Context: an optimization exercise on an open-source flow, tuned for small area. The choices shown serve that exercise and are no tape-out recipe.
At most, simulation tests tie the RTL to the original design; equivalence was not proved.
Power and IR drop assume default switching activity. The clock port is modelled as an ideal driver; clocking choices that lean on that would not hold on a real chip.

==> flow/design.v <==
module dmr_ins_inv (
  input  logic        wsel,
  input  logic        keep,
  input  logic [31:0] w,
  input  logic [31:0] prev,
  output logic [31:0] d
);
  assign d = ~(({32{wsel}} & w) | ({32{keep}} & prev));
endmodule
module dmr_ins_true (
  input  logic        wseln,
  input  logic        keepn,
  input  logic [31:0] wn,
  input  logic [31:0] prevn,
  output logic [31:0] d
);
  assign d = ~(({32{wseln}} | wn) & ({32{keepn}} | prevn));
endmodule
module dmr_aoi3 (
  input  logic [2:0]       sel,
  input  logic [2:0][31:0] din,
  output logic [31:0]      doutn
);
  assign doutn = ~(({32{sel[0]}} & din[0]) | ({32{sel[1]}} & din[1]) | ({32{sel[2]}} & din[2]));
endmodule
module dmr_nand6 (
  input  logic [5:0][31:0] dinn,
  output logic [31:0]      dout
);
  assign dout = ~(dinn[0] & dinn[1] & dinn[2] & dinn[3] & dinn[4] & dinn[5]);
endmodule
module data_mem_responder #(
  parameter int DEPTH       = 64,
  parameter int WAIT_CYCLES = 2
) (
  input  logic        clk,
  input  logic        reset,
  input  logic        mem_read,
  input  logic        mem_write,
  input  logic [31:0] addr,
  input  logic [31:0] wdata,
  output logic [31:0] rdata,
  output logic        ready,
  output logic        busy,
  output logic        err
);
  localparam int NPT = DEPTH / 4;   
  logic [DEPTH-1:0][31:0] ring;
  logic [5:0]  phase;
  logic        swept;
  logic [1:0]  cnt;
  logic [5:0]  capIdx;
  logic        capRead;
  logic        capWrite;
  logic        capFault;
  logic        fault;
  logic [5:0]  useIdx;
  logic [31:0] useWdata;
  logic [31:0] useWdataN;
  logic        useRead;
  logic        useWrite;
  logic [5:0]  pos;
  logic        sweep;
  logic [NPT-1:0] ptSel;
  logic [NPT-1:0] wsel;      
  logic [NPT-1:0] keep;      
  logic [17:0]   rsel;
  logic [17:0][31:0] rsrc;
  logic [5:0][31:0]  rpart;
  logic [31:0] rnext;
  logic [DEPTH-1:0][31:0] ringNext;
  logic [NPT-1:0][31:0]   insD;
  assign fault     = (addr[1:0] != 2'b00) || (addr[31:8] != 24'd0) || (mem_read && mem_write);
  assign busy      = (cnt != 2'd0);
  assign err       = ready && capFault;
  assign useIdx    = busy ? capIdx   : addr[7:2];
  assign useWdata  = busy ? rdata : wdata;
  assign useWdataN = ~useWdata;
  assign useRead   = busy ? capRead  : (mem_read && !fault);
  assign useWrite  = busy ? capWrite : (mem_write && !fault);
  assign pos       = useIdx + phase;
  assign sweep     = !swept;
  always_comb begin
    for (int k = 0; k < NPT; k++) begin
      ptSel[k] = (pos[1:0] == 2'b11) && (pos[5:2] == 4'(k));
      wsel[k]  = useWrite && ptSel[k];
      rsel[k]  = useRead && ptSel[k] && !sweep;
      keep[k]  = !wsel[(k+NPT-1)%NPT] && !sweep;
      rsrc[k]  = k[0] ? insD[(k+1)%NPT] : ring[4*k+3];
    end
    rsel[NPT]   = busy && !(useRead && (pos[1:0] == 2'b11));
    rsrc[NPT]   = rdata;
    rsel[NPT+1] = !busy && !(useRead && (pos[1:0] == 2'b11));
    rsrc[NPT+1] = wdata;
  end
  for (genvar g = 0; g < 6; g++) begin : g_rd
    dmr_aoi3 u_aoi (.sel(rsel[3*g+2:3*g]), .din(rsrc[3*g+2:3*g]), .doutn(rpart[g]));
  end
  dmr_nand6 u_rd (.dinn(rpart), .dout(rnext));
  for (genvar m = 0; m < NPT; m++) begin : g_pt
    if (m % 2 == 1) begin : g_inv
      dmr_ins_inv u_ins (
        .wsel(wsel[(m+NPT-1)%NPT]), .keep(keep[m]), .w(useWdata),
        .prev(ring[(4*m+DEPTH-1)%DEPTH]), .d(insD[m])
      );
    end else begin : g_true
      dmr_ins_true u_ins (
        .wseln(!wsel[(m+NPT-1)%NPT]), .keepn(!keep[m]), .wn(useWdataN),
        .prevn(ring[(4*m+DEPTH-1)%DEPTH]), .d(insD[m])
      );
    end
  end
  always_comb begin
    for (int i = 0; i < DEPTH; i++)
      ringNext[i] = (i % 4 == 0) ? insD[i/4] : ring[(i+DEPTH-1)%DEPTH];
  end
  always_ff @(posedge clk or negedge reset) begin
    if (!reset) begin
      phase <= 6'd0;
      swept <= 1'b0;
      cnt   <= 2'd0;
      ready <= 1'b0;
    end else begin
      phase <= phase + 6'd1;
      if (phase[1:0] == 2'b11) swept <= 1'b1;
      ready <= (cnt == 2'd3);
      if (busy) cnt <= cnt + 2'd1;
      else if (mem_read || mem_write) cnt <= 2'd1;
    end
  end
  always_ff @(posedge clk) begin
    if (!busy) begin
      capIdx   <= addr[7:2];
      capRead  <= mem_read && !fault;
      capWrite <= mem_write && !fault;
      capFault <= fault;
    end
  end
  always_ff @(posedge clk) begin
    rdata <= rnext;
    ring  <= ringNext;
  end
endmodule
clock: 7.0 ns
lec_check: 0
cap_margin: 20
core_margin: 2
core_utilization: 60
slew_margin: 20
synth_hierarchical: 1
standard.sh (not shown) runs the stock make flow with config.mk's settings and CLKGATE_MAP_FILE= SYNTH_SCRIPT=/design/flow/synth_recipe.tcl, a recipe that flattens the netlist after the stock synthesis.
==> flow/flow/run.sh <==
#!/bin/bash
set -e
export CTS_ARGS="-sink_clustering_enable -repair_clock_nets -dont_use_dummy_load -buf_list \"sky130_fd_sc_hd__clkbuf_8 sky130_fd_sc_hd__clkbuf_16\" -sink_clustering_size 30 -sink_clustering_max_diameter 60"
export BUFFER_PORTS_ARGS="-buffer_cell sky130_fd_sc_hd__buf_1"
bash standard.sh > standard.log 2>&1
Next try:
==> flow/run.sh (new file) <==
#!/bin/bash
# synth_recipe.tcl (not shown) runs the flow's synth.tcl, then flattens the netlist and writes it again
# the make line also repeats each setting of config.mk as NAME=value (left out here)
make -C /OpenROAD-flow-scripts/flow DESIGN_CONFIG=/design/flow/config.mk WORK_HOME=/design/flow/orfs CLKGATE_MAP_FILE= SYNTH_SCRIPT=/design/flow/synth_recipe.tcl finish
CORE_UTILIZATION = 70   (was 60)
CTS_BUF_LIST = sky130_fd_sc_hd__clkbuf_8   (was default)
CTS_CLUSTER_DIAMETER = 60   (was default)
CTS_CLUSTER_SIZE = 18   (was default)
removed: flow/flow/run.sh
removed: flow/standard.sh
=> Sequential share of layout area stays flat. Setup slack gets worse by 490 ps. Area after synthesis is unchanged. Die area came out lower by 14%. Non-clock buffer count came out higher by 16. Count of clock-buffer cells in the layout came out higher by 36. Worst hold slack gets better by 37 ps.
Next try:
==> flow/flow/run.sh (new file) <==
#!/bin/bash
set -e
export CTS_ARGS="-sink_clustering_enable -repair_clock_nets -dont_use_dummy_load -buf_list sky130_fd_sc_hd__clkbuf_8 -sink_clustering_size 20 -sink_clustering_max_diameter 50"
export BUFFER_PORTS_ARGS="-buffer_cell sky130_fd_sc_hd__buf_1"
bash standard.sh > standard.log 2>&1
==> flow/standard.sh (new file) <==
#!/bin/bash
# synth_recipe.tcl (not shown) runs the flow's synth.tcl, then flattens the netlist and writes it again
# the make line also repeats each setting of config.mk as NAME=value (left out here)
make -C /OpenROAD-flow-scripts/flow DESIGN_CONFIG=/design/flow/config.mk WORK_HOME=/design/flow/orfs CLKGATE_MAP_FILE= SYNTH_SCRIPT=/design/flow/synth_recipe.tcl "${@:-finish}"
CORE_UTILIZATION = 75   (was 70)
CTS_BUF_LIST = default   (was sky130_fd_sc_hd__clkbuf_8)
CTS_CLUSTER_DIAMETER = default   (was 60)
CTS_CLUSTER_SIZE = default   (was 18)
removed: flow/run.sh
After rerunning:
- The changed run ran to the end with no violations
- cell count fell by 2.4%
- total power is lower by 1.7%
- worst setup slack improved by 480 ps
- worst hold slack degrades by 31 ps
- count of clock-buffer cells in the layout is lower by 6
- design area fell by 2.0%
- first-iteration DRC count is lower by 0.56%
Next try:
==> flow/flow/run.sh (replaced) <==
#!/bin/bash
set -e
export CTS_ARGS="-sink_clustering_enable -repair_clock_nets -dont_use_dummy_load -buf_list sky130_fd_sc_hd__clkbuf_8 -sink_clustering_size 20 -sink_clustering_max_diameter 40"
export BUFFER_PORTS_ARGS="-buffer_cell sky130_fd_sc_hd__buf_1"
bash standard.sh > standard.log 2>&1
CORE_UTILIZATION = 80   (was 75)
=>
- The new run ran to the end with no violations
- first-iteration DRC count went up by about 14%
- setup slack got worse by 180 ps
- clock-buffer cell count went up by 12
- routed wire length went up by 1.5%
- core utilization went up by 5.5 points
Next try:
==> flow/flow/run.sh (replaced) <==
#!/bin/bash
set -e
export CTS_ARGS="-sink_clustering_enable -repair_clock_nets -dont_use_dummy_load -buf_list sky130_fd_sc_hd__clkbuf_8 -sink_clustering_size 18 -sink_clustering_max_diameter 60"
export BUFFER_PORTS_ARGS="-buffer_cell sky130_fd_sc_hd__buf_1"
bash standard.sh > standard.log 2>&1
CAP_MARGIN = 10   (was 20)
CORE_UTILIZATION = 60   (was 80)
SLEW_MARGIN = 10   (was 20)
What happened: The new run ran to the end with no violations; area after synthesis is unchanged; register-to-register slack gains 200 ps; clock skew went down by 22 ps.
Next try:
==> flow/flow/run.sh (replaced) <==
#!/bin/bash
set -e
export CTS_ARGS="-sink_clustering_enable -repair_clock_nets -dont_use_dummy_load -buf_list sky130_fd_sc_hd__clkbuf_16 -sink_clustering_size 36 -sink_clustering_max_diameter 80"
export BUFFER_PORTS_ARGS="-buffer_cell sky130_fd_sc_hd__buf_1"
bash standard.sh > standard.log 2>&1
CAP_MARGIN = 20   (was 10)
CORE_UTILIZATION = 70   (was 60)
SLEW_MARGIN = 20   (was 10)
The new run completed with no timing, DRC or antenna violations.
Total power goes down by 0.67%.
Count of clock-buffer cells in the layout falls by 69.
Fmax shrinks by about 2.8%.


Setup of v6:
Starts from the design.v that is shown in full above.
Settings: LEC_CHECK=0, CAP_MARGIN=20, CORE_MARGIN=2, CORE_UTILIZATION=60, SLEW_MARGIN=20, SYNTH_HIERARCHICAL=1; clock period 7.0 ns.
==> flow/flow/run.sh <==
#!/bin/bash
set -e
export CTS_ARGS="-sink_clustering_enable -repair_clock_nets -dont_use_dummy_load -buf_list sky130_fd_sc_hd__clkbuf_8 -sink_clustering_size 18 -sink_clustering_max_diameter 60"
export BUFFER_PORTS_ARGS="-buffer_cell sky130_fd_sc_hd__buf_1"
bash standard.sh > standard.log 2>&1
#### Input delta (v7 over v6)
# v6
export LEC_CHECK = 0
export CAP_MARGIN = 20
export CORE_MARGIN = 2
export CORE_UTILIZATION = 60
export SLEW_MARGIN = 20
export SYNTH_HIERARCHICAL = 1
create_clock -name core_clock -period 7.0 [get_ports {clk}]
# v7
export LEC_CHECK = 0
export CAP_MARGIN = 20
export CORE_MARGIN = 2
export CORE_UTILIZATION = 70
export SLEW_MARGIN = 20
export SYNTH_HIERARCHICAL = 1
create_clock -name core_clock -period 7.0 [get_ports {clk}]
==> flow/flow/run.sh <==
#!/bin/bash
set -e
export CTS_ARGS="-sink_clustering_enable -repair_clock_nets -dont_use_dummy_load -buf_list sky130_fd_sc_hd__clkbuf_16 -sink_clustering_size 32 -sink_clustering_max_diameter 70"
export BUFFER_PORTS_ARGS="-buffer_cell sky130_fd_sc_hd__buf_1"
bash standard.sh > standard.log 2>&1
--- outcome ---
Looking at sequential share of layout area, v7 sits 0.44 points above v6. In the final reports, the cell area of v7 is smaller than that of v6. From v6 to v7 the numbers moved as follows: global-route wire length before repair saw a decrease, non-clock buffer count saw a decrease, combinational group share of total power saw little to no change. The critical path endpoint comes out rdata[30]$_DFF_P_ in one run and rdata[18]$_DFF_P_ in the other, namely in v7 and v6 respectively.


Another version of the RTL of data_mem_responder (not shown whole).
Size: roughly 3300 cells after synthesis, roughly 2100 flip-flops, ~51000 µm² of cells after synthesis.
## data_mem_responder
module data_mem_responder #(
  parameter int DEPTH       = 64,
  parameter int WAIT_CYCLES = 2
) (
  input  logic        clk,
  input  logic        reset,
  input  logic        mem_read,
  input  logic        mem_write,
  input  logic [31:0] addr,
  input  logic [31:0] wdata,
  output logic [31:0] rdata,
  output logic        ready,
  output logic        busy,
  output logic        err
);
  localparam int NPT = DEPTH / 4;   
  logic [DEPTH-1:0][31:0] ring;
  logic [5:0]  phase;
  logic        swept;
  logic [1:0]  cnt;
  logic [5:0]  capIdx;
  logic [31:0] capWdata;
  logic        capRead;
  logic        capWrite;
  logic        capFault;
  logic        fault;
  logic [5:0]  useIdx;
  logic [31:0] useWdata;
  logic [31:0] useWdataN;
  logic        useRead;
  logic        useWrite;
  logic [5:0]  pos;
  logic        sweep;
  logic [NPT-1:0] ptSel;
  logic [NPT-1:0] wsel;      
  logic [NPT-1:0] keep;      
  logic [16:0]   rsel;      
  logic [16:0][31:0] rsrc;
  logic [5:0][31:0]  rpart;
  logic [31:0] rnext;
  logic [DEPTH-1:0][31:0] ringNext;
  logic [NPT-1:0][31:0]   insD;
  assign fault     = (addr[1:0] != 2'b00) || (addr[31:8] != 24'd0) || (mem_read && mem_write);
  assign busy      = (cnt != 2'd0);
  assign err       = ready && capFault;
  assign useIdx    = busy ? capIdx   : addr[7:2];
  assign useWdata  = busy ? capWdata : wdata;
  assign useWdataN = ~useWdata;
  assign useRead   = busy ? capRead  : (mem_read && !fault);
  assign useWrite  = busy ? capWrite : (mem_write && !fault);
  assign pos       = useIdx + phase;
  assign sweep     = !swept;
  always_comb begin
    for (int k = 0; k < NPT; k++) begin
      ptSel[k] = (pos[1:0] == 2'b11) && (pos[5:2] == 4'(k));
      wsel[k]  = useWrite && ptSel[k];
      rsel[k]  = useRead && ptSel[k] && !sweep;
  ...
==> flow/config.mk <==
export PLATFORM = sky130hd
export DESIGN_NAME = data_mem_responder
export DESIGN_NICKNAME = data_mem_responder
export VERILOG_FILES = /design/flow/design.v
export SDC_FILE = /design/flow/constraint.sdc
export NUM_CORES = 4
export LEC_CHECK = 0
export CAP_MARGIN = 20
export CORE_MARGIN = 2
export CORE_UTILIZATION = 60
export SLEW_MARGIN = 20
export SYNTH_HIERARCHICAL = 1
==> flow/constraint.sdc <==
create_clock -name core_clock -period 7.0 [get_ports {clk}]
set_input_delay 1.4000 -clock core_clock [delete_from_list [all_inputs] [get_ports {clk}]]
set_output_delay 1.4000 -clock core_clock [all_outputs]
set_load 0.01 [all_outputs]
==> flow/flow/run.sh <==
#!/bin/bash
set -e
export CTS_ARGS="-sink_clustering_enable -repair_clock_nets -dont_use_dummy_load -buf_list sky130_fd_sc_hd__clkbuf_8 -sink_clustering_size 20 -sink_clustering_max_diameter 60"
export BUFFER_PORTS_ARGS="-buffer_cell sky130_fd_sc_hd__buf_1"
bash standard.sh > standard.log 2>&1
Edit:
==> flow/run.sh (new file) <==
#!/bin/bash
# synth_recipe.tcl (not shown) runs the flow's synth.tcl, then flattens the netlist and writes it again
# the make line also repeats each setting of config.mk as NAME=value (left out here)
make -C /OpenROAD-flow-scripts/flow DESIGN_CONFIG=/design/flow/config.mk WORK_HOME=/design/flow/orfs CLKGATE_MAP_FILE= SYNTH_SCRIPT=/design/flow/synth_recipe.tcl finish
--- a/flow/config.mk
+++ b/flow/config.mk
@@ -7,6 +7,10 @@
 export LEC_CHECK = 0
-export CAP_MARGIN = 20
+export CAP_MARGIN = 0
 export CORE_MARGIN = 2
 export CORE_UTILIZATION = 60
-export SLEW_MARGIN = 20
+export CTS_BUF_LIST = sky130_fd_sc_hd__clkbuf_8
+export CTS_CLUSTER_DIAMETER = 60
+export CTS_CLUSTER_SIZE = 20
+export GPL_TIMING_DRIVEN = 0
+export SLEW_MARGIN = 0
 export SYNTH_HIERARCHICAL = 1
removed: flow/flow/run.sh
removed: flow/standard.sh
- Now the flow completed, yet does not pass: capacitance limit, slew limit
- sequential power hardly moves
- total power went up by 2.8%
- final cell count increases by 2.7%
- core utilization went up by 1.8 points
- non-clock buffer count rises by 94
- routed wire length decreases by about 4%
Edit:
==> flow/config.mk (replaced) <==
export PLATFORM = sky130hd
export DESIGN_NAME = data_mem_responder
export DESIGN_NICKNAME = data_mem_responder
export VERILOG_FILES = /design/flow/design.v
export SDC_FILE = /design/flow/constraint.sdc
export NUM_CORES = 4
export LEC_CHECK = 0
export CAP_MARGIN = 20
export CORE_MARGIN = 2
export CORE_UTILIZATION = 60
export CTS_BUF_LIST = sky130_fd_sc_hd__clkbuf_16
export CTS_CLUSTER_DIAMETER = 40
export CTS_CLUSTER_SIZE = 26
export SLEW_MARGIN = 20
export SYNTH_HIERARCHICAL = 1
Now the flow produced a clean layout.
Worst setup slack gets better by 0.77 ns.
Clock skew barely changes.
Via count goes up by 1.6%.
Hold slack gets worse by 0.0080 ns.
Power goes up by 22%.
Area after synthesis does not change.
Routed wire length goes up by 5.9%.
Register-to-register slack gets better by 0.77 ns.
Final area goes up by 6.1%.
Edit:
--- a/flow/config.mk
+++ b/flow/config.mk
@@ -10,5 +10,5 @@
 export CORE_UTILIZATION = 60
-export CTS_BUF_LIST = sky130_fd_sc_hd__clkbuf_16
+export CTS_BUF_LIST = sky130_fd_sc_hd__clkbuf_8
 export CTS_CLUSTER_DIAMETER = 40
-export CTS_CLUSTER_SIZE = 26
+export CTS_CLUSTER_SIZE = 20
 export SLEW_MARGIN = 20
Power goes down by roughly a tenth.
Sequential cell count does not change.
Hold slack got worse by 0.017 ns.
No run of this note included a check of the RTL's function; only the layout flow was run.

## separate check: timing with driven ports
No port has a modelled driver above. Below, the same layouts with a new extraction and two added sets of constraints. Step 1: set_driving_cell puts a clkbuf_16 on clk and a buf_2 on each other input, an assumption about the parent block. Step 2 also shifts input and output timing later by t, the mid clock arrival at the registers, as if the neighbouring blocks saw the same clock. Three values: ideal ports, drivers, drivers and shift; two values: the first two.
| run | t (ns) | setup WS [ns] | worst slew at a driven data input, ns |
|---|---|---|---|
| the first run of note 1 | 0.718 | 1.763 / 1.793 / 1.091 | 0.11 |
| the second run of note 1 | 0.859 | 1.272 / 1.272 / 0.663 | 0.07 |
| the third run of note 1 | 0.862 | 1.756 / 1.756 / 1.044 | 0.08 |
| the fourth run of note 1 | 0.870 | 1.573 / 1.573 / 0.949 | 0.08 |
| the fifth run of note 1 | 0.855 | 1.773 / 1.773 / 1.088 | 0.10 |
| the sixth run of note 1 | 0.709 | 1.624 / 1.624 / 1.163 | 0.08 |
| v6 | 0.858 | 1.781 / 1.781 / 1.101 | 0.12 |
| v7 | 0.691 | 1.650 / 1.650 / 1.175 | 0.08 |
| the first run of note 3 | 0.820 | 1.649 / 1.649 / 1.288 | 0.08 |
| the second run of note 3 | 0.837 | 0.763 / 0.763 / 0.728 | 0.05 |
| the third run of note 3 | 0.821 | 1.532 / 1.532 / 0.947 | 0.08 |
| the fourth run of note 3 | 0.899 | 1.536 / 1.536 / 0.937 | 0.08 |
For the third run of note 1, which loses most, drivers alone change the setup slack by 0.000 ns; drivers and shift together by -0.712 ns.
